This design comes from an exercise in tuning for small area, a short achievable clock period and few clock cycles per item on the open sky130 flow, not from production work.
At most, simulation tests tie the RTL to the original design; equivalence was not proved.
Only the layout flow was run in run 6; the RTL was not checked for function there.
No activity file was given, so power comes from the tool's default toggle rates.

==> flow/design.v <==
package bts_pkg;
    localparam int HEAP_SLOTS = 10;
    localparam int ADDR_W     = (HEAP_SLOTS > 1) ? $clog2(HEAP_SLOTS) : 1;
    localparam int CNT_W      = $clog2(HEAP_SLOTS + 1);
    localparam int SCORE_W   = 16;
    localparam int INDEX_W   = 16;
    localparam int BAND_W    = 15;
    localparam int CFG_IDX_W = 1;
    localparam int ENTRY_W   = SCORE_W + INDEX_W;
    localparam logic [CFG_IDX_W-1:0] CFG_BAND_LOW  = 1'b0;
    localparam logic [CFG_IDX_W-1:0] CFG_BAND_HIGH = 1'b1;
    localparam logic [BAND_W-1:0] BAND_LOW_RST  = 15'd8192;
    localparam logic [BAND_W-1:0] BAND_HIGH_RST = 15'd16384;
    localparam logic [1:0] KIND_CLEAR = 2'd0;
    localparam logic [1:0] KIND_OFFER = 2'd1;
    localparam logic [1:0] KIND_DRAIN = 2'd2;
    typedef logic [1:0] t_sel;
    localparam t_sel SEL_CUR = 2'd0;
    localparam t_sel SEL_L   = 2'd1;
    localparam t_sel SEL_R   = 2'd2;
    typedef struct packed {
        logic [1:0]                kind;
        logic signed [SCORE_W-1:0] score;
        logic [INDEX_W-1:0]        item_index;
    } t_in;
    typedef struct packed {
        logic [INDEX_W-1:0] sel_index;
        logic               sel_label;
        logic               sel_valid;
        logic               last;
    } t_out;
    typedef struct packed {
        logic signed [SCORE_W-1:0] score;
        logic [INDEX_W-1:0]        index;
    } t_entry;
endpackage
module bts_ram #(
    parameter int DEPTH = 16,
    parameter int WIDTH = 32,
    parameter int AW    = (DEPTH > 1) ? $clog2(DEPTH) : 1
) (
    input  logic             i_clk,
    input  logic             i_we,
    input  logic [AW-1:0]    i_waddr,
    input  logic [WIDTH-1:0] i_wdata,
    input  logic [AW-1:0]    i_raddr_a,
    input  logic [AW-1:0]    i_raddr_b,
    output logic [WIDTH-1:0] o_rdata_a,
    output logic [WIDTH-1:0] o_rdata_b
);
    logic [WIDTH-1:0] r_mem [DEPTH];
    always_ff @(posedge i_clk) begin
        if (i_we) begin
            r_mem[i_waddr] <= i_wdata;
        end
    end
    always_ff @(posedge i_clk) begin
        o_rdata_a <= r_mem[i_raddr_a];
        o_rdata_b <= r_mem[i_raddr_b];
    end
endmodule
module bts_cmp (
    input  logic                      i_neg,
    input  logic signed [bts_pkg::SCORE_W-1:0] i_cur,
    input  logic signed [bts_pkg::SCORE_W-1:0] i_l,
    input  logic                      i_l_ok,
    input  logic signed [bts_pkg::SCORE_W-1:0] i_r,
    input  logic                      i_r_ok,
    output logic [1:0]                o_sel
);
    logic signed [bts_pkg::SCORE_W-1:0] w_best;
    always_comb begin
        w_best = i_cur;
        o_sel  = bts_pkg::SEL_CUR;
        if (i_l_ok && (i_neg ? (i_l > w_best) : (i_l < w_best))) begin
            o_sel  = bts_pkg::SEL_L;
            w_best = i_l;
        end
        if (i_r_ok && (i_neg ? (i_r > w_best) : (i_r < w_best))) begin
            o_sel = bts_pkg::SEL_R;
        end
    end
endmodule
module band_topk_balanced_selector (
    input  logic                 i_clk,
    input  logic                 i_rst_n,
    input  logic                 i_in_valid,
    output logic                 o_in_ready,
    input  logic [33:0]          i_in_data,
    output logic                 o_out_valid,
    input  logic                 i_out_ready,
    output logic [18:0]          o_out_data,
    input  logic                 i_cfg_valid,
    output logic                 o_cfg_ready,
    input  logic [bts_pkg::CFG_IDX_W-1:0] i_cfg_index,
    input  logic [bts_pkg::BAND_W-1:0]    i_cfg_data
);
    localparam int NS     = bts_pkg::HEAP_SLOTS;      
    localparam int NP     = 2 * NS;                   
    localparam int SNAP_K = 6;                        
    localparam int LIVE_P = 2 * (NS - 1 - SNAP_K);    
    function automatic logic key_lt(input logic [15:0] a, input logic [15:0] b);
        logic [15:0] l;
        logic [15:0] g;
        l = ~a & b;
        g = a & ~b;
        for (int w = 1; w < 16; w = w * 2) begin
            for (int k = 0; k < 16; k = k + 2 * w) begin
                l[k] = l[k+w] || (!g[k+w] && l[k]);
                g[k] = g[k+w] || (!l[k+w] && g[k]);
            end
        end
        key_lt = l[0];
    endfunction
    function automatic logic in_band(input logic [14:0] key, input logic neg,
                                     input logic [14:0] lo, input logic [14:0] hm1,
                                     input logic hnz);
        in_band = key_lt({lo, 1'b0}, {key, neg}) && hnz && key_lt({key, neg}, {hm1, 1'b1});
    endfunction
    logic [bts_pkg::BAND_W-1:0] r_band_low;
    logic [bts_pkg::BAND_W-1:0] r_band_high;
    logic [bts_pkg::BAND_W-1:0] r_band_hm1;      
    logic                       r_band_hnz;      
    logic        r_inv;
    logic [1:0]  r_in_kind;
    logic        r_in_neg;
    logic [14:0] r_in_key;
    logic [15:0] r_in_idx;
    logic        r_in_bok;        
    logic        r_in_fresh;      
    logic        r_skv;
    logic        r_rdy;           
    logic [1:0]  r_sk_kind;
    logic        r_sk_neg;
    logic [14:0] r_sk_key;
    logic [15:0] r_sk_idx;
    logic        r_sk_bok;
    logic        r_sk_fresh;
    logic        r_txv;
    logic        r_tx_ins;        
    logic        r_tx_drain;
    logic        r_tx_clear;
    logic        r_tx_nop;        
    logic        r_tx_neg;
    logic [14:0] r_tx_key;
    logic [15:0] r_tx_idx;
    logic        r_w [2][NS];     
    logic        r_s [2][4];      
    logic [14:0] r_key  [2][NS];
    logic [15:0] r_idx  [2][NS];
    logic        r_used [2][NS];
    logic        r_dbusy;
    logic        r_m [NP];        
    logic [3:0]  r_rem [2];       
    logic        r_remnz [2];
    logic        r_rem1 [2];
    logic [15:0] r_sidx [2][SNAP_K+1];
    logic        r_out_valid;
    logic [18:0] r_out;
    assign o_cfg_ready = 1'b1;
    assign o_in_ready  = r_rdy;
    assign o_out_valid = r_out_valid;
    assign o_out_data  = r_out;
    logic w_out_free;
    assign w_out_free = !r_out_valid || i_out_ready;
    always_ff @(posedge i_clk) begin
        if (!i_rst_n) begin
            r_band_low  <= bts_pkg::BAND_LOW_RST;
            r_band_high <= bts_pkg::BAND_HIGH_RST;
        end else if (i_cfg_valid) begin
            if (i_cfg_index == bts_pkg::CFG_BAND_LOW) begin
                r_band_low  <= i_cfg_data;
            end else begin
                r_band_high <= i_cfg_data;
            end
        end
    end
    always_ff @(posedge i_clk) begin
        r_band_hm1 <= r_band_high - 15'd1;
        r_band_hnz <= (r_band_high != 15'd0);
    end
    logic w_e_live;       
    logic w_conflict;     
    logic w_acc, w_exec, w_mv;
    logic w_do_ins, w_do_drain, w_do_clear;
    always_comb begin
        w_e_live   = 1'b0;
        w_conflict = 1'b0;
        for (int j = 0; j < LIVE_P; j++) begin
            w_e_live = w_e_live || r_m[j];
            if ((r_tx_neg == j[0]) && r_w[j % 2][NS - 1 - j / 2] && r_m[j]) w_conflict = 1'b1;
        end
    end
    assign w_acc      = i_in_valid && r_rdy;
    assign w_exec     = r_txv && (!r_dbusy || r_tx_nop || (!r_tx_drain && !w_e_live) ||
                                  (r_tx_ins && !w_conflict));
    assign w_mv       = r_inv && (!r_txv || w_exec);
    assign w_do_ins   = r_txv && r_tx_ins && (!r_dbusy || !w_conflict);
    assign w_do_drain = r_txv && r_tx_drain && !r_dbusy;
    assign w_do_clear = r_txv && r_tx_clear && (!r_dbusy || !w_e_live);
    logic w_a_free;
    logic w_chk, w_in_bok, w_sk_bok;
    logic [14:0] w_key;
    assign w_a_free = !r_inv || w_mv;
    assign w_key    = i_in_data[31] ? ~i_in_data[30:16] : i_in_data[30:16];
    assign w_chk    = in_band(r_sk_fresh ? r_sk_key : r_in_key, r_sk_fresh ? r_sk_neg : r_in_neg,
                              r_band_low, r_band_hm1, r_band_hnz);
    assign w_in_bok = r_in_fresh ? w_chk : r_in_bok;
    assign w_sk_bok = r_sk_fresh ? w_chk : r_sk_bok;
    always_ff @(posedge i_clk) begin
        if (!i_rst_n) begin
            r_inv <= 1'b0;
            r_skv <= 1'b0;
            r_rdy <= 1'b1;
        end else begin
            r_inv <= !w_a_free || r_skv || w_acc;
            r_skv <= r_skv ? !w_a_free : (w_acc && !w_a_free);
            r_rdy <= r_skv ? w_a_free : !(w_acc && !w_a_free);
        end
    end
    always_ff @(posedge i_clk) begin
        if (w_a_free) begin
            if (r_skv) begin
                r_in_kind <= r_sk_kind;
                r_in_neg  <= r_sk_neg;
                r_in_key  <= r_sk_key;
                r_in_idx  <= r_sk_idx;
            end else begin
                r_in_kind <= i_in_data[33:32];
                r_in_neg  <= i_in_data[31];
                r_in_key  <= w_key;
                r_in_idx  <= i_in_data[15:0];
            end
        end
        r_in_bok   <= (w_a_free && r_skv) ? w_sk_bok : w_in_bok;
        r_in_fresh <= w_a_free && !r_skv && w_acc;
        if (!r_skv) begin
            r_sk_kind <= i_in_data[33:32];
            r_sk_neg  <= i_in_data[31];
            r_sk_key  <= w_key;
            r_sk_idx  <= i_in_data[15:0];
        end
        r_sk_bok   <= w_sk_bok;
        r_sk_fresh <= !r_skv && w_acc && !w_a_free;
    end
    logic w_gl   [2][NS];
    logic w_gr   [2][NS];
    logic w_pre  [2][NS];
    logic w_path [2][NS];
    always_comb begin
        for (int h = 0; h < 2; h++) begin
            for (int i = 0; i < NS; i++) begin
                w_gl[h][i]   = 1'b0;
                w_gr[h][i]   = 1'b0;
                w_path[h][i] = 1'b0;
            end
            for (int c = 0; c < NS; c++) begin
                if (2 * c + 2 < NS) begin
                    w_gl[h][c] = r_w[h][2*c+1] && !r_s[h][c];
                    w_gr[h][c] = r_w[h][2*c+1] ? r_s[h][c] : r_w[h][2*c+2];
                end else if (2 * c + 1 < NS) begin
                    w_gl[h][c] = r_w[h][2*c+1];
                end
            end
            for (int i = 0; i < NS; i++) w_pre[h][i] = 1'b0;
            w_pre[h][0] = r_txv && r_tx_ins && (r_tx_neg == h[0]) && r_w[h][0];
            for (int c = 0; c < NS; c++) begin
                if (2 * c + 1 < NS) w_pre[h][2*c+1] = w_pre[h][c] && w_gl[h][c];
                if (2 * c + 2 < NS) w_pre[h][2*c+2] = w_pre[h][c] && w_gr[h][c];
            end
            for (int i = 0; i < NS; i++) w_path[h][i] = w_pre[h][i] && (!r_dbusy || !w_conflict);
        end
    end
    always_ff @(posedge i_clk) begin
        for (int h = 0; h < 2; h++) begin
            for (int i = 0; i < NS; i++) begin
                if (w_path[h][i]) begin
                    if (w_gl[h][i]) begin
                        r_key[h][i] <= r_key[h][(2*i+1) % NS];
                        r_idx[h][i] <= r_idx[h][(2*i+1) % NS];
                    end else if (w_gr[h][i]) begin
                        r_key[h][i] <= r_key[h][(2*i+2) % NS];
                        r_idx[h][i] <= r_idx[h][(2*i+2) % NS];
                    end else begin
                        r_key[h][i] <= r_tx_key;
                        r_idx[h][i] <= r_tx_idx;
                    end
                end
            end
        end
    end
    always_ff @(posedge i_clk) begin
        for (int h = 0; h < 2; h++) begin
            for (int i = 0; i < NS; i++) begin
                if (!i_rst_n || w_do_clear) begin
                    r_used[h][i] <= 1'b0;
                end else if (w_path[h][i]) begin
                    if (w_gl[h][i]) begin
                        r_used[h][i] <= r_used[h][(2*i+1) % NS];
                    end else if (w_gr[h][i]) begin
                        r_used[h][i] <= r_used[h][(2*i+2) % NS];
                    end else begin
                        r_used[h][i] <= 1'b1;
                    end
                end
            end
        end
    end
    logic w_wk [2][NS];
    logic w_wv;
    logic w_wn [2][NS];
    logic w_sn [2][4];
    logic w_eq [2][4];
    always_comb begin
        w_wv = key_lt(r_tx_key, r_in_key);
        for (int h = 0; h < 2; h++) begin
            for (int j = 0; j < NS; j++) begin
                w_wk[h][j] = !r_used[h][j] || key_lt(r_key[h][j], r_in_key);
            end
            for (int i = 0; i < NS; i++) begin
                if (w_do_clear) begin
                    w_wn[h][i] = 1'b1;
                end else if (w_path[h][i]) begin
                    if (w_gl[h][i]) begin
                        w_wn[h][i] = w_wk[h][(2*i+1) % NS];
                    end else if (w_gr[h][i]) begin
                        w_wn[h][i] = w_wk[h][(2*i+2) % NS];
                    end else begin
                        w_wn[h][i] = w_wv;
                    end
                end else begin
                    w_wn[h][i] = w_wk[h][i];
                end
            end
            for (int c = 0; c < 4; c++) begin
                w_eq[h][c] = (r_tx_key == r_key[h][2*c+1]);
            end
        end
    end
    always_comb begin
        for (int h = 0; h < 2; h++) begin
            for (int c = 0; c < 4; c++) begin
                w_sn[h][c] = r_s[h][c];
            end
            if (w_do_clear) begin
                for (int c = 0; c < 4; c++) w_sn[h][c] = 1'b0;
            end else begin
                if (w_path[h][1]) begin
                    if (w_gl[h][1])      w_sn[h][0] = r_used[h][3] && (!r_used[h][2] || key_lt(r_key[h][2], r_key[h][3]));
                    else if (w_gr[h][1]) w_sn[h][0] = r_used[h][4] && (!r_used[h][2] || key_lt(r_key[h][2], r_key[h][4]));
                    else                 w_sn[h][0] = r_w[h][2];
                end else if (w_path[h][2]) begin
                    if (w_gl[h][2])      w_sn[h][0] = r_used[h][1] && (!r_used[h][5] || key_lt(r_key[h][5], r_key[h][1]));
                    else if (w_gr[h][2]) w_sn[h][0] = r_used[h][1] && (!r_used[h][6] || key_lt(r_key[h][6], r_key[h][1]));
                    else                 w_sn[h][0] = !r_w[h][1] && !w_eq[h][0];
                end
                if (w_path[h][3]) begin
                    if (w_gl[h][3])      w_sn[h][1] = r_used[h][7] && (!r_used[h][4] || key_lt(r_key[h][4], r_key[h][7]));
                    else if (w_gr[h][3]) w_sn[h][1] = r_used[h][8] && (!r_used[h][4] || key_lt(r_key[h][4], r_key[h][8]));
                    else                 w_sn[h][1] = r_w[h][4];
                end else if (w_path[h][4]) begin
                    if (w_gl[h][4])      w_sn[h][1] = r_used[h][3] && (!r_used[h][9] || key_lt(r_key[h][9], r_key[h][3]));
                    else                 w_sn[h][1] = !r_w[h][3] && !w_eq[h][1];
                end
                if (w_path[h][5])      w_sn[h][2] = r_w[h][6];
                else if (w_path[h][6]) w_sn[h][2] = !r_w[h][5] && !w_eq[h][2];
                if (w_path[h][7])      w_sn[h][3] = r_w[h][8];
                else if (w_path[h][8]) w_sn[h][3] = !r_w[h][7] && !w_eq[h][3];
            end
        end
    end
    always_ff @(posedge i_clk) begin
        for (int h = 0; h < 2; h++) begin
            for (int c = 0; c < 4; c++) begin
                if (!i_rst_n) r_s[h][c] <= 1'b0;
                else          r_s[h][c] <= w_sn[h][c];
            end
        end
    end
    always_ff @(posedge i_clk) begin
        if (!i_rst_n) begin
            r_txv <= 1'b0;
        end else begin
            r_txv <= w_mv || (r_txv && !w_exec);
        end
    end
    always_ff @(posedge i_clk) begin
        if (w_mv) begin
            r_tx_ins   <= (r_in_kind == bts_pkg::KIND_OFFER) && w_in_bok;
            r_tx_nop   <= (r_in_kind == 2'd3) || ((r_in_kind == bts_pkg::KIND_OFFER) && !w_in_bok);
            r_tx_drain <= (r_in_kind == bts_pkg::KIND_DRAIN);
            r_tx_clear <= (r_in_kind == bts_pkg::KIND_CLEAR);
            r_tx_neg   <= r_in_neg;
            r_tx_idx   <= r_in_idx;
            r_tx_key   <= r_in_key;
            for (int h = 0; h < 2; h++) begin
                for (int i = 0; i < NS; i++) r_w[h][i] <= w_wn[h][i];
            end
        end
    end
    logic [3:0] r_n;
    logic       r_nz, r_n1, r_n2;
    logic [4:0] r_d;
    logic       w_inc [2];
    logic       w_up;           
    always_comb begin
        for (int h = 0; h < 2; h++) w_inc[h] = w_path[h][0] && !r_used[h][0];
        w_up = (w_inc[0] && r_d[4]) || (w_inc[1] && !r_d[4] && (r_d != 5'd0));
    end
    always_ff @(posedge i_clk) begin
        if (!i_rst_n || w_do_clear) begin
            r_d  <= 5'd0;
            r_n  <= 4'd0;
            r_nz <= 1'b0;
            r_n1 <= 1'b0;
            r_n2 <= 1'b0;
        end else begin
            if (w_inc[0])      r_d <= r_d + 5'd1;
            else if (w_inc[1]) r_d <= r_d - 5'd1;
            if (w_up) begin
                r_n  <= r_n + 4'd1;
                r_nz <= 1'b1;
                r_n1 <= !r_nz;
                r_n2 <= r_n1;
            end
        end
    end
    always_ff @(posedge i_clk) begin
        if (w_do_drain) begin
            for (int h = 0; h < 2; h++) begin
                for (int i = 0; i <= SNAP_K; i++) begin
                    r_sidx[h][i] <= r_idx[h][i];
                end
            end
        end
    end
    logic        w_nz;
    logic        w_remnz [2];
    logic        w_rem1 [2];
    logic [3:0]  w_cur_rem [2];
    logic        w_cand [NP];
    logic        w_pick [NP];
    logic        w_after [NP];
    logic        w_incl [NP];
    logic        w_found;
    logic        w_side;
    logic [15:0] w_sel_idx;
    logic        w_last;
    logic        w_emit;
    logic        w_active;
    logic        w_take;
    logic        w_rem1x [2];       
    always_comb begin
        w_nz = r_nz;
        for (int h = 0; h < 2; h++) begin
            w_cur_rem[h] = r_dbusy ? r_rem[h] : r_n;
            w_remnz[h]   = r_dbusy ? r_remnz[h] : w_nz;
            w_rem1[h]    = r_dbusy && r_rem1[h];
            w_rem1x[h]   = r_dbusy ? r_rem1[h] : r_n1;
        end
        for (int j = 0; j < NP; j++) begin
            if (j < LIVE_P) begin
                w_cand[j] = r_dbusy ? r_m[j] : (r_used[j % 2][NS - 1 - j / 2] && w_nz);
            end else begin
                w_cand[j] = r_dbusy && r_m[j];
            end
            w_incl[j] = w_cand[j];
        end
        for (int d = 1; d < NP; d = d * 2) begin
            for (int j = NP - 1; j >= d; j--) begin
                w_incl[j] = w_incl[j] || w_incl[j-d];
            end
        end
        w_side    = 1'b0;
        w_sel_idx = '0;
        for (int j = 0; j < NP; j++) begin
            w_after[j] = (j == 0) ? 1'b0 : w_incl[j-1];
            w_pick[j]  = w_cand[j] && !w_after[j];
            if (j % 2 == 1) w_side = w_side || w_pick[j];
            if (j < LIVE_P) w_sel_idx = w_sel_idx | ({16{w_pick[j]}} & r_idx[j % 2][NS - 1 - j / 2]);
            else            w_sel_idx = w_sel_idx | ({16{w_pick[j]}} & r_sidx[j % 2][(NS - 1 - j / 2) % (SNAP_K + 1)]);
        end
        w_found = w_incl[NP-1];
        w_last   = w_side ? (w_rem1[1] && !w_remnz[0]) : (w_rem1[0] && !w_remnz[1]);
        w_active = r_dbusy || w_do_drain;
        w_emit   = w_active && w_out_free && (w_found || (!w_remnz[0] && !w_remnz[1]));
        w_take   = w_emit && w_found;
    end
    always_ff @(posedge i_clk) begin
        if (!i_rst_n) begin
            r_dbusy     <= 1'b0;
            r_out_valid <= 1'b0;
        end else begin
            if (w_emit) begin
                r_dbusy     <= w_found && !w_last;
                r_out_valid <= 1'b1;
            end else begin
                r_dbusy     <= w_active;
                if (i_out_ready) r_out_valid <= 1'b0;
            end
        end
    end
    always_ff @(posedge i_clk) begin
        if (w_emit) begin
            r_out <= w_found ? {w_sel_idx, w_side, 1'b1, w_last} : {16'd0, 1'b0, 1'b0, 1'b1};
        end
        for (int j = 0; j < NP; j++) begin
            if (!w_active) begin
                r_m[j] <= 1'b0;
            end else if (w_take) begin
                r_m[j] <= w_after[j] && (r_dbusy ? r_m[j] : (r_used[j % 2][NS - 1 - j / 2] && w_nz)) &&
                          !((w_side == j[0]) && w_rem1x[j % 2]);
            end else if (!r_dbusy) begin
                r_m[j] <= r_used[j % 2][NS - 1 - j / 2] && w_nz;
            end
        end
        if (w_active) begin
            for (int h = 0; h < 2; h++) begin
                if (w_take && (w_side == h[0])) begin
                    r_rem[h]   <= w_cur_rem[h] - 4'd1;
                    r_remnz[h] <= !w_rem1x[h];
                    r_rem1[h]  <= r_dbusy ? (r_rem[h] == 4'd2) : r_n2;
                end else begin
                    r_rem[h]   <= w_cur_rem[h];
                    r_remnz[h] <= w_remnz[h];
                    r_rem1[h]  <= w_rem1x[h];
                end
            end
        end
    end
endmodule
==> flow/run.sh <==
#!/bin/bash
# synth_recipe.tcl (not shown) runs the flow's synth.tcl, then flattens the netlist and writes it again
# the make line also repeats each setting of config.mk as NAME=value (left out here)
make -C /OpenROAD-flow-scripts/flow DESIGN_CONFIG=/design/flow/config.mk WORK_HOME=/design/flow/orfs CLKGATE_MAP_FILE= SYNTH_SCRIPT=/design/flow/synth_recipe.tcl finish
==> flow/config.mk <==
export PLATFORM = sky130hd
export DESIGN_NAME = band_topk_balanced_selector
export DESIGN_NICKNAME = band_topk_balanced_selector
export VERILOG_FILES = /design/flow/design.v
export SDC_FILE = /design/flow/constraint.sdc
export NUM_CORES = 4
export LEC_CHECK = 0
export CAP_MARGIN = 20
export CORE_MARGIN = 2
export CORE_UTILIZATION = 40
export SETUP_SLACK_MARGIN = 4.5
export SLEW_MARGIN = 20
==> flow/constraint.sdc <==
create_clock -name core_clock -period 8.0 [get_ports {i_clk}]
set_input_delay 1.6000 -clock core_clock [delete_from_list [all_inputs] [get_ports {i_clk}]]
set_output_delay 1.6000 -clock core_clock [all_outputs]
set_load 0.01 [all_outputs]
==> summary.txt, run 1 <==
status=timing/DRC/antenna clean; first-pass GRT wire length=280,000 um; placement row count=134; CTS tree=done; worst r2r path cells=11; First-pass DRT Iterations=8; CP delay by family, top=compound AO/OA/AOI/OAI gates; Worst Path Required=8.63 ns; largest net degree at the start of global routing=145; FMAX=288 MHz; max-slew violation count=0; Met3 Routed Length=23,600 um; Post-Layout Inst Area=60,900 um2; Worst Skew=0.0710 ns; fin crit period=3.47 ns; Hold Fails Final Rpt=0; Reg2Reg Setup Slack=4.53 ns; GRT Total Usage=28.1%; synthesized area=53,600 um2; final worst path period share=43.3%; Die H=370 um; Synth area leader=edfxtp_1; combinational share of power=6.8%; Clock Latency Late Sink=0.79 ns; Pleak=20.1 nW; critical path buffer and inverter count=3; Net Sw Frac=23.8%; Post-synth ARST share=0%; IO Count=77; synth top area cells=edfxtp_1 (54%), dfxtp_1 (5.6%), nand2_1 (3.3%); worst path arrival time=4.10 ns; HP Class=register to register; final setup margin=4.53 ns; syn_nets=4,801; Clock Power Share=42.8%; Final Net Count=4,863; Sw Pwr=3.04 mW; Routed WL per cell=29.6 um; Worst Hold Depth=0; pre-CTS setup slack=2.79 ns; drt initial violations=6,148; YS warnings=28; Hold Path End=r_tx_idx[14]$_DFFE_PP_; # setup viols final=0; internal power=9.73 mW; Distinct cells, synth=96; Slowest cell on crit path=a2111oi_0; via/cell ratio=6.30; initial antenna violation count=4; Area Overhead vs Synth=13.6%; Core Area=133,000 um2; Reg power frac=50.5%; most frequent cells in the layout=edfxtp_1 (965), nand2_1 (464), nor2_1 (375); worst reg2reg path endpoint=r_w[3]$_SDFFCE_PP1P_; worst slew pin tran=1.19 ns; Syn Inst Count=4,737; Port Buffers=75; CTS Buf Count=115; htree depth=3; RSZ-0062 raised after global routing=no; reg2reg start=r_in_key[1]$_DFFE_PN_; Post-Syn Area per Cell=11.3 um2; Critical Path, Cell by Cell=buf_4 -> clkinv_1 -> buf_4 -> o221a_2 -> a2111oi_0 -> nor4_1 -> a311oi_1 -> o211ai_1 -> nand4_1 -> o221a_2 -> a221o_1; Final GP Congestion=0.939; CTS Hold Bufs=0; DRC=0; Crit path largest cell delay=0.76 ns; Initial Util=40.2%; global-route congestion overflow total=0; CP endpoint kind=register; Root Buffer=clkbuf_16; die area=137,000 um2; kind of critical path=register to register; startpoint types=register; Max Root-Sink Buffers=3; most common cell after layout, fill and taps aside=edfxtp_1; Hold Crit Start=r_in_idx[14]$_DFFE_PN_; WL met2=86,700 um; CTS clk-pin slew, worst paths=0.06 ns; Detail Route Antenna Nets=0; #FFs+latches synth=1,115; vias in the first global route=39,940; number of flops mapped to enable cells by yosys=965; critical-path maximum fanout=17; dpl cell area=56,800 um2; Total Negative Setup Slacks=0 ns; final wirelength=197,000 um; DR top layer=met4; power per cell area=210 nW/um2; Ant. Diodes=0; fin util=45.7%; Max Cap Viol=0; sequential area share after synthesis=59.6%; Sink Count=1,115; Die Width=370 um; main flop type after synthesis=edfxtp_1; routed vias=41,984; post-synth top area share=54.0%; met1 wire length=77,800 um; Worst slew margin=20.6%; HPWL Detailed=128,000 um; layout cells sized above 1=10.7%; VDD IR max=0.195 mV
## cell families (layout without fill, tap and decap cells)
family	Yosys count	after routing	synth area share (%)
other	1	1	0.00699
muxes	124	124	2.50
and+or+nand+nor	1322	1322	11.4
AOI/OAI and AO/OA	1328	1328	16.8
adders and majority gates	179	179	3.41
xor gates and xnor gates	158	158	2.58
DFF	1115	1115	59.6
buffers and inverters	510	666	3.65
## state kept, by name (all words and copies together), names as in the netlist, 16 cells and up
register / flops
r_m: 20
r_w: 20
r_idx: 320
r_sidx: 224
r_in_idx: 16
r_sk_idx: 16
r_tx_idx: 16
r_out: 19
r_key: 300
r_used: 20
## synthesized netlist by cell type (21+ instances only)
| cell type | n |
|---|---|
| a211oi_1 | 57 |
| a21boi_0 | 33 |
| a21oi_1 | 264 |
| a221oi_1 | 57 |
| a222oi_1 | 61 |
| a22oi_1 | 151 |
| a31oi_1 | 39 |
| and3_1 | 25 |
| buf_1 | 48 |
| buf_2 | 21 |
| clkbuf_1 | 226 |
| dfxtp_1 | 150 |
| edfxtp_1 | 965 |
| inv_1 | 207 |
| maj3_1 | 163 |
| mux2_2 | 71 |
| mux2i_1 | 52 |
| nand2_1 | 474 |
| nand2b_1 | 75 |
| nand3_1 | 50 |
| nand4_1 | 43 |
| nor2_1 | 391 |
| nor2b_1 | 103 |
| nor3_1 | 45 |
| nor4_1 | 42 |
| o2111ai_1 | 27 |
| o211ai_1 | 29 |
| o21ai_0 | 213 |
| o221ai_1 | 35 |
| o22ai_1 | 176 |
| xnor2_1 | 95 |
| xor2_1 | 63 |
## layout make-up
type,count,area [um2]
clock buffer,149,3130
timing repair inverter,2,15.0
clock inverter,62,693
timing repair buffer,241,2070
tap,1768,2210
multi-input combinational,3112,20000
sequential,1115,32000
inverter,212,838
fill,12188,72400
## routing by layer
layer	track usage [%]	vias up
met5	0	-
met4	12.0	0
met3	6.78	452
met2	42.5	2751
met1	38.5	20651
li1	-	18130
## worst max-delay path by stage
stage / start / to / slack [ns] / cells past startpoint
2_1_floorplan: r_dbusy$_SDFF_PN0_ / r_sidx[0][0]$_DFFE_PP_ / 3.06 / 8
3_3_place_gp: r_w[17]$_SDFFCE_PP1P_ / r_w[11]$_SDFFCE_PP1P_ / 2.79 / 10
3_5_place_dp: r_w[17]$_SDFFCE_PP1P_ / r_w[11]$_SDFFCE_PP1P_ / 2.79 / 10
4_1_cts: r_in_key[8]$_DFFE_PN_ / r_w[2]$_SDFFCE_PP1P_ / 4.52 / 9
5_1_grt: r_dbusy$_SDFF_PN0_ / r_m[3]$_SDFF_PN0_ / 4.50 / 10
6_report: r_in_key[1]$_DFFE_PN_ / r_w[3]$_SDFFCE_PP1P_ / 4.53 / 11
## worst reg2reg max path, stage by stage, from the launching register on
cell       delay [ns]
edfxtp_1         0.39
buf_4            0.31
clkinv_1         0.13
buf_4            0.25
o221a_2          0.18
a2111oi_0        0.76
nor4_1           0.12
a311oi_1         0.43
o211ai_1         0.22
nand4_1          0.25
o221a_2          0.22
a221o_1          0.13
## power groups by stage
stage	Clock (mW)	Sequential (mW)	Combinational, mW
3_3_place_gp	0	6.57	0.810
6_report	5.46	6.45	0.865
3_5_place_dp	0	6.57	0.820
5_1_grt	5.74	6.45	0.906
4_1_cts	5.52	6.45	0.827
2_1_floorplan	0	6.54	0.488
## stage by stage
| step | cells | hold WS [ns] | power (mW) |
|---|---|---|---|
| floorplan | 4737 | 0.400 | 7.03 |
| global placement | 6425 | 0.401 | 7.38 |
| detailed placement | 6426 | 0.405 | 7.39 |
| CTS | 6651 | 0.417 | 12.8 |
| global route | 6661 | 0.423 | 13.1 |
| finish | 6661 | 0.415 | 12.8 |
## timing repair
item | 4_1_cts | 5_1_grt
gates cloned | 2 | 0
endpoints found under the setup margin | 314 | 52
hold endpoints to repair | 0 | 0
pin swaps | 2 | 4
resized for setup | 24 | 15
setup buffers | 12 | 10
Testbench counts, summed over its fixed seeds: cycles 7,246, items 4,800.
==> inputs of run 2 (changes only) <==
--- a/flow/config.mk
+++ b/flow/config.mk
@@ -9,3 +9,3 @@
 export CORE_MARGIN = 2
-export CORE_UTILIZATION = 40
+export CORE_UTILIZATION = 50
 export SETUP_SLACK_MARGIN = 4.5
==> run 2 against run 1 <==
Against the previous run:
- routed wire length fell by 7.8%
- worst setup slack about the same
- critical path depth unchanged
- combinational power increased by 1%
- clock power up 3%
- largest power group unchanged
==> summary.txt, run 2 <==
Ant. Diodes=0; die area=110,000 um2; most frequent cells in the layout=edfxtp_1 (965), nand2_1 (460), nor2_1 (372); Die Width=332 um; placement row count=120; layout cells sized above 1=11.3%; kind of critical path=register to register; GRT Total Usage=32.2%; Max Root-Sink Buffers=3; Max Cap Viol=0; IO Count=77; htree depth=3; CTS Hold Bufs=0; worst slew pin tran=1.16 ns; Worst Path Required=8.44 ns; mux contribution to synthesized area=2.50%; initial antenna violation count=8; Initial Util=50.2%; via/cell ratio=6.56; Regs by FF count=r_idx: 320 flops, r_key: 300 flops, r_sidx: 224 flops; Final GP Congestion=0.931; max FFs per register=320; YS warnings=28; post-synthesis adder-cell area fraction=3.41%; final setup margin=4.53 ns; vias in the first global route=38,699; dpl cell area=56,100 um2; Pleak=20.2 nW; FMAX=288 MHz; HPWL Detailed=127,000 um; largest net degree at the start of global routing=171; Clock Latency Late Sink=0.75 ns; pre-CTS setup slack=2.61 ns; CTS tree=done; post-synth top area share=54.0%; final worst path period share=43.3%; power per cell area=213 nW/um2; synth top area cells=edfxtp_1 (54%), dfxtp_1 (5.6%), nand2_1 (3.3%); VDD IR max=0.194 mV; critical-path maximum fanout=76; Port Buffers=75; final wirelength=181,000 um; top cells by count, synth=edfxtp_1 (965), nand2_1 (474), nor2_1 (391), a21oi_1 (264), clkbuf_1 (226); #FFs+latches synth=1,115; Area Overhead vs Synth=13.3%; Post-Synth Simple-Gate Area=11.4%; routed vias=41,365; fin crit period=3.47 ns; Die H=332 um; combinational family with the most area after synthesis=compound AO/OA/AOI/OAI gates; max-slew violation count=0; Final Net Count=4,863; CP endpoint kind=register; global-route congestion overflow total=0; Syn Inst Count=4,737; filler cell count=8,927; Hold Fails Final Rpt=0; startpoint types=register; Synth area leader=edfxtp_1; RSZ-0062 raised after global routing=no; top-count cell post-synth=edfxtp_1; Largest Register=r_idx; Compound-Gate Fraction of Synth Area=16.8%; Post-Syn Area per Cell=11.3 um2; synthesized area=53,600 um2; first-pass GRT wire length=263,000 um; Worst Skew=0.0463 ns; Synth Area in XOR/XNOR=2.58%; Routed WL per cell=28.8 um; CTS Buf Count=117; Total Negative Setup Slacks=0 ns; First-pass DRT Iterations=8; HP Class=register to register; main flop type after synthesis=edfxtp_1; status=timing/DRC/antenna clean; syn_nets=4,801; CTS clk-pin slew, worst paths=0.06 ns; Root Buffer=clkbuf_16; Post-Layout Inst Area=60,800 um2; Core Area=107,000 um2; drt initial violations=6,566; worst path arrival time=3.91 ns; Worst slew margin=21.8%; Post-synth ARST share=0%; DRC=0; number of flops mapped to enable cells by yosys=965; Detail Route Antenna Nets=0; sequential area share after synthesis=59.6%; Sink Count=1,115; # setup viols final=0; Distinct cells, synth=96; most common cell after layout, fill and taps aside=edfxtp_1
## run 2: changes by cell type in the layout (fill, tap and decap cells not counted), moves of 4 or more
cell and change:
buf_4 -18, clkinvlp_4 +9, a2111oi_0 -6, clkbuf_1 -6, clkinv_1 +5, clkinvlp_2 +5, nor2_4 +5, a2111oi_1 +4
nand2_1 -4
## run 2: routing by layer
| layer | vias up | global-route usage [%] | routed length [um] |
|---|---|---|---|
| li1 | 18162 | - | - |
| met1 | 20302 | 46.7 | 74700 |
| met2 | 2543 | 47.7 | 78500 |
| met3 | 358 | 7.33 | 22100 |
| met4 | 0 | 10.8 | 6140 |
| met5 | - | 0 | 0 |
## run 2: final cells by class
type | instances | area, um2 | area share, %
flip-flops and latches | 1115 | 32000 | 52.6
clock buffers | 147 | 3190 | 5.25
clock inverters | 75 | 783 | 1.29
inverters | 212 | 847 | 1.39
multi-input cells | 3117 | 20100 | 33.1
well taps | 1403 | 1760 | 2.89
repair inverters | 7 | 42.5 | 0.0700
repair buffers | 229 | 2050 | 3.37
## run 2: path summary, 6_finish.rpt
kind / from / to / slack (ns) / cells past startpoint
worst max-delay path: r_dbusy$_SDFF_PN0_ / r_out[12]$_SDFFCE_PN0P_ / 4.53 / 11
worst min-delay path: r_in_idx[6]$_DFFE_PN_ / r_tx_idx[6]$_DFFE_PP_ / 0.41 / 0
worst max register to register: r_dbusy$_SDFF_PN0_ / r_out[12]$_SDFFCE_PN0P_ / 4.53 / 11
worst min register to register: r_in_idx[6]$_DFFE_PN_ / r_tx_idx[6]$_DFFE_PP_ / 0.41 / 0
## run 2: timing repair
item | CTS | global route
buffers inserted | 18 | 15
pin swaps | 8 | 10
cloned | 11 | 1
gates resized for setup | 38 | 35
endpoints found under the setup margin | 547 | 114
## run 2: cell families after synthesis
group           count (synthesis)
mux                           124
buf+inv                       510
other cells                     1
simple gates                 1322
fa+ha+maj                     179
xor+xnor                      158
flops                        1115
compound gates               1328
## run 2: metrics by stage
stage               std cells  utilization, %  total power, mW  hold WS [ns]
finish                   6305            56.9             12.9         0.406
global route             6305            56.9             13.2         0.412
CTS                      6286            56.6             12.9         0.412
detailed placement       6035            52.5             7.37         0.405
global placement         6034            52.5             7.35         0.401
floorplan                4737               -             7.03         0.400
## run 2: critical path, cell delays in order, from the launching register on
cell and delay [ns]:
dfxtp_2 0.35, buf_12 0.28, o21ai_0 0.17, o21ai_2 0.17
or3_4 0.27, nor2_1 0.08, buf_4 0.22, a221oi_1 0.45
and3_1 0.32, nand4_1 0.29, a221oi_1 0.32, nand3_1 0.16
## run 2: power by group
group	internal, mW	switching, mW
registers	6.37	0.0643
logic	0.288	0.587
clock network	3.22	2.41
total	9.87	3.06
==> inputs of run 3 (changes only) <==
--- a/flow/config.mk
+++ b/flow/config.mk
@@ -10,3 +10,4 @@
 export CORE_UTILIZATION = 50
-export SETUP_SLACK_MARGIN = 4.5
+export PLACE_DENSITY = 0.7
+export SETUP_SLACK_MARGIN = 4.75
 export SLEW_MARGIN = 20
==> run 3 against run 2 <==
Against the previous run:
- largest power group unchanged
- count of clock-buffer cells in the layout rose by 6
- cell area increased by 0.45%
- critical path type unchanged
- clock power down 2%
- critical endpoint is now r_w[14]$_SDFFCE_PP1P_
- worst setup slack improved by 0.18 ns
- register-to-register slack improved by 0.18 ns
- largest cell class unchanged
- synthesized cell count is the same
==> summary.txt, run 3 <==
status=timing/DRC/antenna clean; WHS=0.419 ns; # setup viols final=0; Max Root-Sink Buffers=3; Post-Syn Area per Cell=11.3 um2; max FFs per register=320; Post-synth ARST share=0%; htree depth=3; first-pass GRT wire length=278,000 um; Hold Fails Final Rpt=0; max-slew violation count=0; Worst Skew=0.0356 ns; Worst Hold Depth=0; worst reg2reg path endpoint=r_w[14]$_SDFFCE_PP1P_; CTS clk-pin slew, worst paths=0.06 ns; synth top area cells=edfxtp_1 (54%), dfxtp_1 (5.6%), nand2_1 (3.3%); worst slew pin tran=1.18 ns; sequential area share after synthesis=59.6%; drt initial violations=7,140; global-route congestion overflow total=0; main flop type after synthesis=edfxtp_1; First-pass DRT Iterations=9; HP Class=register to register; Final GP Congestion=0.971; Clock Latency Late Sink=0.73 ns; GRT Total Usage=34.4%; reg2reg start=r_in_key[12]$_DFFE_PN_; pre-CTS setup slack=3.48 ns; Root Buffer=clkbuf_16; GR Util met1=45.1%; Largest Register=r_idx; CTS tree=done; die area=110,000 um2; synthesized area=53,600 um2; power per cell area=211 nW/um2; fin util=57.2%; FMAX=304 MHz; placement row count=120; Detail Route Antenna Nets=0; HPWL Detailed=123,000 um; post-synth top area share=54.0%; layout cells sized above 1=11.7%; Regs by FF count=r_idx: 320 flops, r_key: 300 flops, r_sidx: 224 flops; Hold Path End=r_sidx[0][14]$_DFFE_PP_; DRC=0; final setup margin=4.71 ns; GR peak layer=met2; GRT met2 Usage=52.0%; syn_nets=4,801; Area Overhead vs Synth=13.8%; kind of critical path=register to register; Reg2Reg Setup Slack=4.71 ns; Total Negative Setup Slacks=0 ns; Pleak=20.3 nW; Port Buffers=75; Sink Count=1,115; fin crit period=3.29 ns; Final Net Count=4,880; Worst Path Required=8.46 ns; CTS Buf Count=111; #FFs+latches synth=1,115; IO Count=77; M3 GR Usage=8.21%; final worst path period share=41.1%; most common cell after layout, fill and taps aside=edfxtp_1; Syn Inst Count=4,737; top cells by count, synth=edfxtp_1 (965), nand2_1 (474), nor2_1 (391), a21oi_1 (264), clkbuf_1 (226); startpoint types=register; Max Cap Viol=0; YS warnings=28; filler cell count=8,756; CP endpoint kind=register; Distinct cells, synth=96; RSZ-0062 raised after global routing=yes; largest net degree at the start of global routing=163; Hold Crit Start=r_idx[0][14]$_DFFE_PP_; worst r2r path cells=10; Synth area leader=edfxtp_1; worst path arrival time=3.74 ns; Die Width=332 um; critical-path maximum fanout=12; via/cell ratio=6.86; final wirelength=196,000 um; Die H=332 um; Routed WL per cell=31.0 um; number of flops mapped to enable cells by yosys=965; Design Power=12.9 mW; vias in the first global route=41,058; most frequent cells in the layout=edfxtp_1 (965), nand2_1 (458), nor2_1 (372); Initial Util=50.2%; initial antenna violation count=4; routed vias=43,345; Core Area=107,000 um2; top-count cell post-synth=edfxtp_1; Worst slew margin=21.2%; VDD IR max=0.216 mV
[run 3: cell counts after synthesis]
Identical to the previous run, type by type.
[run 3: final cells by class]
cell class | instances | area [um2] | area share [%]
tap | 1403 | 1760 | 2.88
clock inverter | 51 | 677 | 1.11
timing repair inverter | 3 | 20.0 | 0.0328
multi-input combinational | 3113 | 20200 | 33.0
timing repair buffer | 260 | 2410 | 3.95
sequential | 1115 | 32000 | 52.4
clock buffer | 153 | 3160 | 5.18
antenna | 6 | 15.0 | 0.0246
inverter | 212 | 862 | 1.41
[run 3: worst max-delay path by stage]
stage,startpoint,to,slack [ns],cells past startpoint
2_1_floorplan,r_dbusy$_SDFF_PN0_,r_sidx[0][0]$_DFFE_PP_,3.06,8
3_3_place_gp,r_w[17]$_SDFFCE_PP1P_,r_w[11]$_SDFFCE_PP1P_,3.55,11
3_5_place_dp,r_w[17]$_SDFFCE_PP1P_,r_w[11]$_SDFFCE_PP1P_,3.48,11
4_1_cts,r_dbusy$_SDFF_PN0_,r_w[9]$_SDFFCE_PP1P_,4.69,9
5_1_grt,r_used[18]$_SDFFE_PP0P_,r_out[11]$_SDFFCE_PN0P_,4.67,10
6_report,r_in_key[12]$_DFFE_PN_,r_w[14]$_SDFFCE_PP1P_,4.71,10
[run 3: logic make-up (layout without fill, tap and decap cells)]
kind of cell	Yosys count	after routing	synth area share [%]
AO/OA/AOI/OAI	1328	1328	16.8
AND/OR/NAND/NOR	1322	1323	11.4
flip-flops	1115	1115	59.6
buffers and inverters	510	679	3.65
adder cells (fa/ha/maj)	179	179	3.41
XOR/XNOR	158	158	2.58
multiplexers	124	124	2.50
other	1	7	0.00699
[run 3: what timing repair did]
action	CTS	global route
setup endpoints to repair	646	208
setup buffers	30	12
pin swaps	8	7
cloned	4	3
hold buffers	0	0
resized for setup	61	58
[run 3: where the power goes]
group	internal, mW	total [mW]	switching (mW)
logic	0.305	0.929	0.624
registers	6.37	6.44	0.0738
clock network	3.22	5.52	2.30
total	9.89	12.9	3.00
[run 3: layer usage]
metal  vias to the layer above  share of wire [%]
met5                         -             0.0092
met4                         2                7.0
met3                       707                 13
met2                      3528                 44
met1                     20939                 36
li1                      18169                  -
[run 3: per-stage QoR]
stage | instance area (um2) | instances
2_1_floorplan | 53800 | 4737
3_5_place_dp | 56300 | 6057
4_1_cts | 60600 | 6295
3_3_place_gp | 56300 | 6057
5_1_grt | 61000 | 6310
6_report | 61000 | 6316
[run 3: critical path, cell delays in order (launching register included)]
cell and delay, ns:
edfxtp_1 0.44, buf_4 0.25, clkinvlp_4 0.24, buf_4 0.30, a21oi_1 0.10, o21ai_0 0.23
nor2_1 0.08, a2111oi_1 0.58, o2111ai_1 0.41, a21boi_0 0.24, o21ai_0 0.13
==> inputs of run 4 (changes only) <==
--- a/flow/config.mk
+++ b/flow/config.mk
@@ -10,4 +10,4 @@
 export CORE_UTILIZATION = 50
-export PLACE_DENSITY = 0.7
-export SETUP_SLACK_MARGIN = 4.75
+export PLACE_DENSITY = 0.8
+export SETUP_SLACK_MARGIN = 5.0
 export SLEW_MARGIN = 20
==> run 4 against run 3 <==
Against the previous run:
- synthesized cell count unchanged
- register-to-register slack better by 0.21 ns
- worst setup slack gained 0.21 ns
- core utilization rose by 1.4 points
- combinational power is 5.9% higher
- final cell count rose by 1.1%
- hold slack worse by 0.00050 ns
- flip-flop and latch count did not move
- fmax increased by 6.9%
- die area did not move
- power decreased by 0.79%
- clock skew fell by 0.0015 ns
- largest cell class unchanged
- largest power group unchanged
==> summary.txt, run 4 <==
status=timing/DRC/antenna clean; Worst slew margin=18.5%; routed vias=44,017; Syn Inst Count=4,737; Routed WL per cell=29.7 um; Hold Crit Start=r_idx[10][15]$_DFFE_PP_; Post-Layout Inst Area=62,500 um2; CTS clk-pin slew, worst paths=0.06 ns; Hold Fails Final Rpt=0; placed instance count=6,039; Design Power=12.8 mW; htree depth=3; CP endpoint kind=register; CTS Hold Bufs=0; top cells by count, synth=edfxtp_1 (965), nand2_1 (474), nor2_1 (391), a21oi_1 (264), clkbuf_1 (226); Core Area=107,000 um2; WL met2=82,800 um; dpl cell area=56,200 um2; critical-path maximum fanout=28; Pleak=20.8 nW; Worst Hold Depth=0; max FFs per register=320; final setup margin=4.93 ns; final wirelength=190,000 um; fin util=58.5%; Worst Skew=0.0341 ns; # setup viols final=0; worst reg2reg path endpoint=r_w[12]$_SDFFCE_PP1P_; Total Negative Setup Slacks=0 ns; DR top layer=met5; Largest Register=r_idx; reg2reg start=r_in_key[10]$_DFFE_PN_; Die Width=332 um; Worst Path Required=8.60 ns; most frequent cells in the layout=edfxtp_1 (965), nand2_1 (458), nor2_1 (371); top-count cell post-synth=edfxtp_1; placement row count=120; Clock Latency Late Sink=0.73 ns; final worst path period share=38.4%; fin crit period=3.07 ns; initial antenna violation count=5; syn_nets=4,801; first-pass GRT wire length=270,000 um; IO Count=77; Die H=332 um; worst path arrival time=3.68 ns; synthesized area=53,600 um2; CTS Buf Count=107; Synth area leader=edfxtp_1; layout cells sized above 1=15.4%; most common cell after layout, fill and taps aside=edfxtp_1; max-slew violation count=0; largest net degree at the start of global routing=85; Setup crit start=r_in_key[10]$_DFFE_PN_; die area=110,000 um2; Final Net Count=4,956; #FFs+latches synth=1,115; number of flops mapped to enable cells by yosys=965; global-route congestion overflow total=0; worst slew pin tran=1.22 ns; First-pass DRT Iterations=9; synth top area cells=edfxtp_1 (54%), dfxtp_1 (5.6%), nand2_1 (3.3%); kind of critical path=register to register; Regs by FF count=r_idx: 320 flops, r_key: 300 flops, r_sidx: 224 flops; GRT Total Usage=32.9%; VDD IR max=0.248 mV; Initial Util=50.2%; Sink Count=1,115; sequential area share after synthesis=59.6%; worst r2r path cells=9; Max Cap Viol=0; post-synth top area share=54.0%; via/cell ratio=6.89; CTS tree=done; Post-synth ARST share=0%; Met3 Routed Length=27,800 um; DRC=0; power per cell area=205 nW/um2; Final GP Congestion=0.971; Post-Syn Area per Cell=11.3 um2; RSZ-0062 raised after global routing=yes; FMAX=325 MHz; Distinct cells, synth=96; Port Buffers=75; pre-CTS setup slack=2.71 ns; startpoint types=register; vias in the first global route=41,368; Hold Path End=r_sidx[7][15]$_DFFE_PP_; Root Buffer=clkbuf_16; drt initial violations=7,546; Area Overhead vs Synth=16.5%; Max Root-Sink Buffers=3; YS warnings=28; WHS=0.418 ns; met1 wire length=67,200 um; Detail Route Antenna Nets=0; HP Class=register to register; Reg2Reg Setup Slack=4.93 ns; Layout Cells excl Fill=6,387; HPWL Detailed=124,000 um; main flop type after synthesis=edfxtp_1
[run 4: cell types whose count changed in the layout (fill, tap and decap cells not counted), moves of 10 or more]
| cell | before | now |
|---|---|---|
| buf_6 | 14 | 27 |
| a221oi_2 | 2 | 29 |
| clkdlybuf4s50_1 | 68 | 54 |
| clkinvlp_4 | 16 | 30 |
| buf_12 | 10 | 20 |
| a221oi_1 | 55 | 25 |
| buf_2 | 0 | 11 |
| o21ai_0 | 213 | 201 |
| buf_4 | 153 | 191 |
[run 4: report_power, final]
group / switching [mW] / internal, mW
Combinational: 0.643 / 0.341
Clock: 2.33 / 3.03
Sequential: 0.0785 / 6.36
Total: 3.05 / 9.73
[run 4: layer usage]
metal	global-route usage, %	vias up
met5	0	-
met4	17.5	6
met3	8.87	755
met2	49.8	3789
met1	43.2	21130
li1	-	18337
[run 4: cell type report]
type                    count  area, um2
inverters                 212        881
multi-input cells        3120      20900
diodes                      3       7.51
repair inverters            6       40.0
well taps                1403       1760
flip-flops and latches   1115      32000
repair buffers            330       3190
clock buffers             132       2920
fillers                  8334      44300
clock inverters            66        779
[run 4: critical path, stage by stage (launching register included)]
cell and delay [ns]:
edfxtp_1 0.42, buf_4 0.15, buf_6 0.33, nor2b_1 0.12, o31ai_1 0.39, o2111ai_1 0.19
a221oi_2 0.45, o21ai_1 0.25, a2111oi_0 0.46, or3b_1 0.17
[run 4: cell families (layout without fill, tap and decap cells)]
logic type               count (synthesis)  count (layout)  synth area share, %
AND/OR/NAND/NOR                       1322            1330                 11.4
XOR/XNOR                               158             158                 2.58
adder cells (fa/ha/maj)                179             179                 3.41
buffers and inverters                  510             746                 3.65
flip-flops                            1115            1115                 59.6
AO/OA/AOI/OAI                         1328            1328                 16.8
multiplexers                           124             124                 2.50
other                                    1               4              0.00699
[run 4: how the worst max path moves through the flow]
stage	endpoint	slack, ns	cells after the start
floorplan	r_sidx[0][0]$_DFFE_PP_	3.06	8
global placement	r_idx[16][4]$_DFFE_PP_	2.89	8
detailed placement	r_idx[16][4]$_DFFE_PP_	2.71	8
CTS	r_w[12]$_SDFFCE_PP1P_	4.90	11
global route	r_out[16]$_SDFFCE_PN0P_	4.85	11
finish	r_w[12]$_SDFFCE_PP1P_	4.93	9
[run 4: what timing repair did]
item | in CTS | in global routing
pin swaps | 24 | 75
gates resized for setup | 202 | 164
endpoints found under the hold margin | 0 | 0
buffers inserted | 55 | 69
endpoints found under the setup margin | 819 | 227
gates cloned | 13 | 8
==> inputs of run 5 (changes only) <==
--- a/flow/config.mk
+++ b/flow/config.mk
@@ -10,3 +10,3 @@
 export CORE_UTILIZATION = 50
-export PLACE_DENSITY = 0.8
+export PLACE_DENSITY = 0.75
 export SETUP_SLACK_MARGIN = 5.0
==> run 5 against run 4 <==
Against the previous run:
- synthesized area unchanged
- cell area fell by 0.71%
- clock power is essentially flat
- global-route usage is 1.3 points lower
- routed wire length down 5.2%
- combinational power fell by 2.6%
- count of clock-buffer cells in the layout grew 13
- critical path type unchanged
- largest power group unchanged
- highest routed layer is now met4
==> summary.txt, run 5 <==
status=timing/DRC/antenna clean; Routed WL per cell=28.3 um; Die H=332 um; critical-path maximum fanout=7; placement row count=120; synth top area cells=edfxtp_1 (54%), dfxtp_1 (5.6%), nand2_1 (3.3%); CTS Hold Bufs=0; power per cell area=206 nW/um2; HPWL Detailed=121,000 um; First-pass DRT Iterations=8; FMAX=321 MHz; routed vias=42,922; drt initial violations=7,383; number of flops mapped to enable cells by yosys=965; Final GP Congestion=0.976; Post-Syn Area per Cell=11.3 um2; CTS Buf Count=109; DRC=0; critical path buffer and inverter count=3; synthesized area=53,600 um2; CTS tree=done; CP delay by family, top=compound AO/OA/AOI/OAI gates; Distinct cells, synth=96; worst slew pin tran=1.13 ns; VDD IR max=0.189 mV; post-synth top area share=54.0%; Slowest cell on crit path=edfxtp_1; Worst Path Required=8.45 ns; die area=110,000 um2; htree depth=3; Port Buffers=75; Crit path largest cell delay=0.41 ns; global-route congestion overflow total=0; most frequent cells in the layout=edfxtp_1 (965), nand2_1 (459), nor2_1 (371); Max Root-Sink Buffers=3; CP endpoint kind=register; fin util=58.1%; Synth area leader=edfxtp_1; Final Net Count=4,918; max-slew violation count=0; Largest Register=r_idx; first-pass GRT wire length=261,000 um; Net Sw Frac=23.7%; Clock Latency Late Sink=0.72 ns; Reg power frac=50.4%; filler cell count=8,503; Syn Inst Count=4,737; Root Buffer=clkbuf_16; final wirelength=180,000 um; final worst path period share=39.0%; top-count cell post-synth=edfxtp_1; largest net degree at the start of global routing=160; top cells by count, synth=edfxtp_1 (965), nand2_1 (474), nor2_1 (391), a21oi_1 (264), clkbuf_1 (226); Hold Fails Final Rpt=0; Sw Pwr=3.03 mW; Detail Route Antenna Nets=0; Worst Skew=0.0419 ns; vias in the first global route=40,428; startpoint types=register; RSZ-0062 raised after global routing=yes; sequential area share after synthesis=59.6%; internal power=9.75 mW; HP Class=register to register; Clock Power Share=42.1%; syn_nets=4,801; fin crit period=3.12 ns; initial antenna violation count=3; # setup viols final=0; Area Overhead vs Synth=15.7%; kind of critical path=register to register; Worst slew margin=24.5%; Sink Count=1,115; Core Area=107,000 um2; Max Cap Viol=0; combinational share of power=7.5%; Post-synth ARST share=0%; main flop type after synthesis=edfxtp_1; via/cell ratio=6.76; Initial Util=50.2%; Pleak=20.7 nW; GRT Total Usage=31.5%; Regs by FF count=r_idx: 320 flops, r_key: 300 flops, r_sidx: 224 flops; IO Count=77; Total Negative Setup Slacks=0 ns; worst path arrival time=3.57 ns; most common cell after layout, fill and taps aside=edfxtp_1; CTS clk-pin slew, worst paths=0.06 ns; max FFs per register=320; YS warnings=28; Critical Path, Cell by Cell=buf_12 -> buf_6 -> buf_8 -> nor2b_4 -> maj3_2 -> a21oi_2 -> o221ai_2 -> a31oi_2 -> a211o_1 -> nand2_4 -> a221oi_2 -> or3b_1; layout cells sized above 1=14.5%; #FFs+latches synth=1,115; Die Width=332 um
[run 5: changes by cell type in the layout (fill, tap and decap cells not counted), moves of 5 or more]
cell / previous run / this run
buf_8: 7 / 13
a22oi_1: 144 / 149
a221oi_2: 29 / 22
nor4_2: 2 / 8
clkinvlp_4: 30 / 20
clkbuf_8: 5 / 13
o21ai_1: 9 / 14
buf_4: 191 / 152
a22oi_2: 7 / 2
inv_1: 191 / 196
[run 5: worst paths after layout]
check                                               to  slack, ns              startpoint  cells after the start
worst min-delay path            r_sidx[7][7]$_DFFE_PP_       0.41  r_idx[10][7]$_DFFE_PP_                      0
worst max register to register   r_w[12]$_SDFFCE_PP1P_       4.88   r_in_key[0]$_DFFE_PN_                     12
worst min register to register  r_sidx[7][7]$_DFFE_PP_       0.41  r_idx[10][7]$_DFFE_PP_                      0
worst max-delay path             r_w[12]$_SDFFCE_PP1P_       4.88   r_in_key[0]$_DFFE_PN_                     12
[run 5: power groups by stage]
stage / Sequential, mW / Combinational (mW) / Clock, mW
2_1_floorplan: 6.54 / 0.489 / 0
3_3_place_gp: 6.55 / 0.787 / 0
3_5_place_dp: 6.55 / 0.804 / 0
4_1_cts: 6.43 / 0.864 / 5.40
5_1_grt: 6.44 / 1.01 / 5.60
6_report: 6.43 / 0.958 / 5.38
[run 5: logic make-up (layout without fill, tap and decap cells)]
group	count (synthesis)	after routing	share of synthesized area (%)
compound gates	1328	1328	16.8
simple gates	1322	1329	11.4
flops	1115	1115	59.6
buf+inv	510	715	3.65
fa+ha+maj	179	179	3.41
xor+xnor	158	158	2.58
mux	124	124	2.50
other cells	1	2	0.00699
[run 5: what timing repair did]
item / CTS / global route
endpoints found under the setup margin: 750 / 226
pin swaps: 29 / 54
cloned: 16 / 2
buffers inserted: 48 / 40
resized for setup: 198 / 163
[run 5: metal layers]
metal / up-vias / track usage, % / wire [um]
li1: 18261 / - / -
met4: 0 / 14.0 / 8540
met1: 20707 / 43.6 / 66500
met5: - / 0 / 0
met3: 564 / 7.13 / 25300
met2: 3390 / 47.7 / 79500
[run 5: worst register-to-register path, cell delays in order (launching register included)]
cell	delay (ns)
edfxtp_1	0.41
buf_12	0.17
buf_6	0.12
buf_8	0.12
nor2b_4	0.12
maj3_2	0.31
a21oi_2	0.17
o221ai_2	0.14
a31oi_2	0.28
a211o_1	0.26
nand2_4	0.18
a221oi_2	0.24
or3b_1	0.37
[run 5: through the flow]
step | area, um2 | instances | hold WS [ns] | power, mW | setup WS (ns)
2_1_floorplan | 53900 | 4737 | 0.400 | 7.03 | 3.06
5_1_grt | 62000 | 6352 | 0.417 | 13.1 | 4.80
3_5_place_dp | 56200 | 6039 | 0.405 | 7.36 | 3.36
4_1_cts | 60900 | 6309 | 0.409 | 12.7 | 4.67
3_3_place_gp | 56200 | 6039 | 0.401 | 7.34 | 3.51
6_report | 62000 | 6353 | 0.415 | 12.8 | 4.88
[run 5: area by class of cell]
| type | instances | area (um2) | area share, % |
|---|---|---|---|
| multi-input cells | 3119 | 20800 | 33.6 |
| repair inverters | 7 | 45.0 | 0.0726 |
| clock buffers | 145 | 3070 | 4.95 |
| well taps | 1403 | 1760 | 2.83 |
| repair buffers | 290 | 2800 | 4.51 |
| inverters | 212 | 853 | 1.38 |
| clock inverters | 61 | 689 | 1.11 |
| flip-flops and latches | 1115 | 32000 | 51.6 |
| diodes | 1 | 2.50 | 0.00403 |
==> inputs of run 6 (changes only) <==
--- a/flow/design.v
+++ b/flow/design.v
@@ -181,2 +181,6 @@
     end
+    logic w_gl   [2][NS];
+    logic w_gr   [2][NS];
+    logic w_pre  [2][NS];
+    logic w_path [2][NS];
     logic w_e_live;       
@@ -190,3 +194,3 @@
             w_e_live = w_e_live || r_m[j];
-            if ((r_tx_neg == j[0]) && r_w[j % 2][NS - 1 - j / 2] && r_m[j]) w_conflict = 1'b1;
+            if (w_pre[j % 2][NS - 1 - j / 2] && r_m[j]) w_conflict = 1'b1;
         end
@@ -245,6 +249,2 @@
     end
-    logic w_gl   [2][NS];
-    logic w_gr   [2][NS];
-    logic w_pre  [2][NS];
-    logic w_path [2][NS];
     always_comb begin
--- a/flow/config.mk
+++ b/flow/config.mk
@@ -10,4 +10,3 @@
 export CORE_UTILIZATION = 50
-export PLACE_DENSITY = 0.75
-export SETUP_SLACK_MARGIN = 5.0
+export SETUP_SLACK_MARGIN = 4.5
 export SLEW_MARGIN = 20
==> run 6 against run 5 <==
Against the previous run:
- first-iteration DRC count shrank 13%
- flip-flop and latch count is the same
- cell area shrank 0.79%
- critical path depth shrank 2
- sequential power is essentially flat
- register-to-register slack lost 0.44 ns
- power grew 0.44%
- worst setup slack lost 0.44 ns
- core utilization shrank 1.3 points
- routed wire length grew 11%
- clock power grew 2%
- final cell count grew 0.28%
- largest cell class unchanged
- largest power group unchanged
- highest routed layer is now met5
==> summary.txt, run 6 <==
status=timing/DRC/antenna clean; Final Net Count=4,915; max-slew violation count=0; Sw Pwr=3.10 mW; Detail Route Antenna Nets=0; critical path buffer and inverter count=1; Crit path top cell by count=a21oi_1; GRT met2 Usage=51.3%; Die Width=334 um; max FFs per register=320; GR Util met1=50.5%; Critical Path, Cell by Cell=buf_4 -> nor2_1 -> a21oi_1 -> o21ai_0 -> a21oi_1 -> a21oi_1 -> a2111oi_0 -> o31ai_1 -> or2_2 -> a41oi_1; CTS Buf Count=118; Post-Layout Inst Area=61,600 um2; Clock Power Share=42.8%; vias in the first global route=38,925; Routed WL per cell=31.2 um; Worst slew margin=15.2%; kind of critical path=register to register; GR peak layer=met2; initial antenna violation count=8; Slowest cell on crit path=nor2_1; CTS clk-pin slew, worst paths=0.06 ns; Net Sw Frac=24.2%; Pleak=20.5 nW; IO Count=77; Worst Skew=0.0501 ns; CP endpoint kind=register; Clock Latency Late Sink=0.76 ns; Root Buffer=clkbuf_16; combinational share of power=7.0%; post-synth top area share=53.2%; layout cells sized above 1=11.5%; main flop type after synthesis=edfxtp_1; Crit path largest cell delay=1.01 ns; DRC=0; Max Cap Viol=0; HP Class=register to register; drt initial violations=6,443; Design Power=12.8 mW; first-pass GRT wire length=282,000 um; Final GP Congestion=0.971; HPWL Detailed=133,000 um; fin crit period=3.55 ns; number of flops mapped to enable cells by yosys=965; Synth area leader=edfxtp_1; Hold Fails Final Rpt=0; syn_nets=4,880; dpl cell area=56,900 um2; Regs by FF count=r_idx: 320 flops, r_key: 300 flops, r_sidx: 224 flops; M3 GR Usage=7.54%; internal power=9.73 mW; power per cell area=208 nW/um2; worst slew pin tran=1.27 ns; # setup viols final=0; Port Buffers=75; final worst path period share=44.4%; Distinct cells, synth=98; #FFs+latches synth=1,115; Initial Util=50.2%; die area=112,000 um2; Largest Register=r_idx; Total Negative Setup Slacks=0 ns; Core Area=108,000 um2; most frequent cells in the layout=edfxtp_1 (965), nand2_1 (419), a21oi_1 (346); Post-Syn Area per Cell=11.3 um2; Max Root-Sink Buffers=3; sequential area share after synthesis=58.8%; GRT Total Usage=34.9%; CTS tree=done; First-pass DRT Iterations=9; largest net degree at the start of global routing=172; Reg power frac=50.2%; htree depth=3; Post-synth ARST share=0%; Area Overhead vs Synth=13.1%; synth top area cells=edfxtp_1 (53%), dfxtp_1 (5.5%), maj3_1 (3.4%); VDD IR max=0.186 mV; placement row count=121; global-route congestion overflow total=0; startpoint types=register; Die H=334 um; top cells by count, synth=edfxtp_1 (965), nand2_1 (426), nor2_1 (351), a21oi_1 (350), clkbuf_1 (252); routed vias=42,371; Worst Path Required=8.39 ns; final wirelength=199,000 um; critical-path maximum fanout=19; Syn Inst Count=4,816; top-count cell post-synth=edfxtp_1; Sink Count=1,115; via/cell ratio=6.65; most common cell after layout, fill and taps aside=edfxtp_1; synthesized area=54,400 um2; worst path arrival time=3.95 ns; RSZ-0062 raised after global routing=yes; YS warnings=28; FMAX=281 MHz; CP delay by family, top=compound AO/OA/AOI/OAI gates; filler cell count=9,067
[run 6: changes by cell type after synthesis, sizes merged, moves of 39 or more]
cell,previous run,this run
o22ai,176,136
nor2,393,353
nand2,476,428
maj3,170,209
mux2i,52,93
a222oi,61,10
a21oi,264,350
[run 6: final cells by class]
class	instances	area, um2	area share (%)
Sequential cell	1115	32000	52.0
Multi-Input combinational cell	3155	20800	33.7
Clock buffer	161	3360	5.46
Timing Repair Buffer	240	2220	3.61
Tap cell	1414	1770	2.87
Inverter	217	882	1.43
Clock inverter	63	533	0.866
Timing Repair inverter	4	31.3	0.0508
Antenna cell	2	5.00	0.00813
[run 6: worst register-to-register path, delay by kind of cell, from the launching register on]
kind,cells,cell delay [ns]
compound gates,7,1.35
buf+inv,1,0.29
flops,1,0.36
simple gates,2,1.22
[run 6: power groups by stage]
stage               Combinational, mW  Clock, mW  Sequential [mW]
global route                    0.933       5.76             6.45
detailed placement              0.825          0             6.57
global placement                0.818          0             6.57
CTS                             0.850       5.54             6.44
floorplan                       0.488          0             6.54
finish                          0.898       5.49             6.44
[run 6: worst paths after layout]
check	from	endpoint	slack [ns]	depth (start not counted)
max reg2reg	r_in_key[7]$_DFFE_PN_	r_w[0]$_SDFFCE_PP1P_	4.45	10
max	r_in_key[7]$_DFFE_PN_	r_w[0]$_SDFFCE_PP1P_	4.45	10
min	r_idx[10][6]$_DFFE_PP_	r_sidx[7][6]$_DFFE_PP_	0.42	0
min reg2reg	r_idx[10][6]$_DFFE_PP_	r_sidx[7][6]$_DFFE_PP_	0.42	0
[run 6: repair_timing]
action	4_1_cts	5_1_grt
gates cloned	5	2
endpoints found under the setup margin	518	179
hold buffers	0	0
buffers inserted	14	12
gates resized for setup	55	47
pin swaps	3	6
[run 6: metal layers]
layer,vias up,part of all wire (%)
met4,2,4.4
li1,18284,-
met5,-,0.0065
met2,2841,43
met3,466,12
met1,20778,41
[run 6: cells by family after synthesis]
kind of cell | count (synthesis) | synth area share [%]
multiplexers | 169 | 3.28
XOR/XNOR | 160 | 2.57
flip-flops | 1115 | 58.8
buffers and inverters | 547 | 3.92
AND/OR/NAND/NOR | 1234 | 10.5
other | 1 | 0.00689
adder cells (fa/ha/maj) | 218 | 4.12
AO/OA/AOI/OAI | 1372 | 16.9
[run 6: per-stage QoR]
step           setup slack (ns)  instances  utilization (%)  hold slack [ns]
2_1_floorplan              3.14       4816                -            0.400
3_3_place_gp               2.71       6111             52.5            0.400
3_5_place_dp               2.54       6112             52.5            0.405
4_1_cts                    4.43       6355             56.4            0.419
5_1_grt                    4.45       6369             56.8            0.428
6_report                   4.45       6371             56.8            0.417

-- what the ideal ports hide --
No port has a modelled driver above. Below, the same layouts with a new extraction and two added sets of constraints.
Step 1, drivers: a clkbuf_16 drives i_clk and a buf_2 each remaining input, both assumed.
Step 2 adds t to the input delays and takes it off the output delays; t is the mean of the earliest and latest rising clock arrival at the registers after step 1. Input paths then give back, and output paths get back, about the clock's delay inside the block.
Slacks: ideal / step 1 / step 2; pairs: ideal / step 1.
| run | t (ns) | setup slack, ns | worst setup path after step 2 | worst slew at a driven data input, ns |
|---|---|---|---|---|
| run 1 | 0.827 | 4.534 / 4.530 / 3.774 | input to register | 0.04 |
| run 2 | 0.801 | 4.533 / 4.533 / 3.969 | input to register | 0.07 |
| run 3 | 0.784 | 4.714 / 4.714 / 4.104 | input to register | 0.05 |
| run 4 | 0.792 | 4.926 / 4.926 / 4.366 | input to register | 0.09 |
| run 5 | 0.774 | 4.881 / 4.881 / 4.273 | input to register | 0.08 |
| run 6 | 0.800 | 4.445 / 4.445 / 4.025 | input to register | 0.06 |
After both steps setup and hold are still met in every run listed. The setup slack of run 1, which loses most, moves by -0.004 ns with the drivers and by -0.760 ns with both steps.
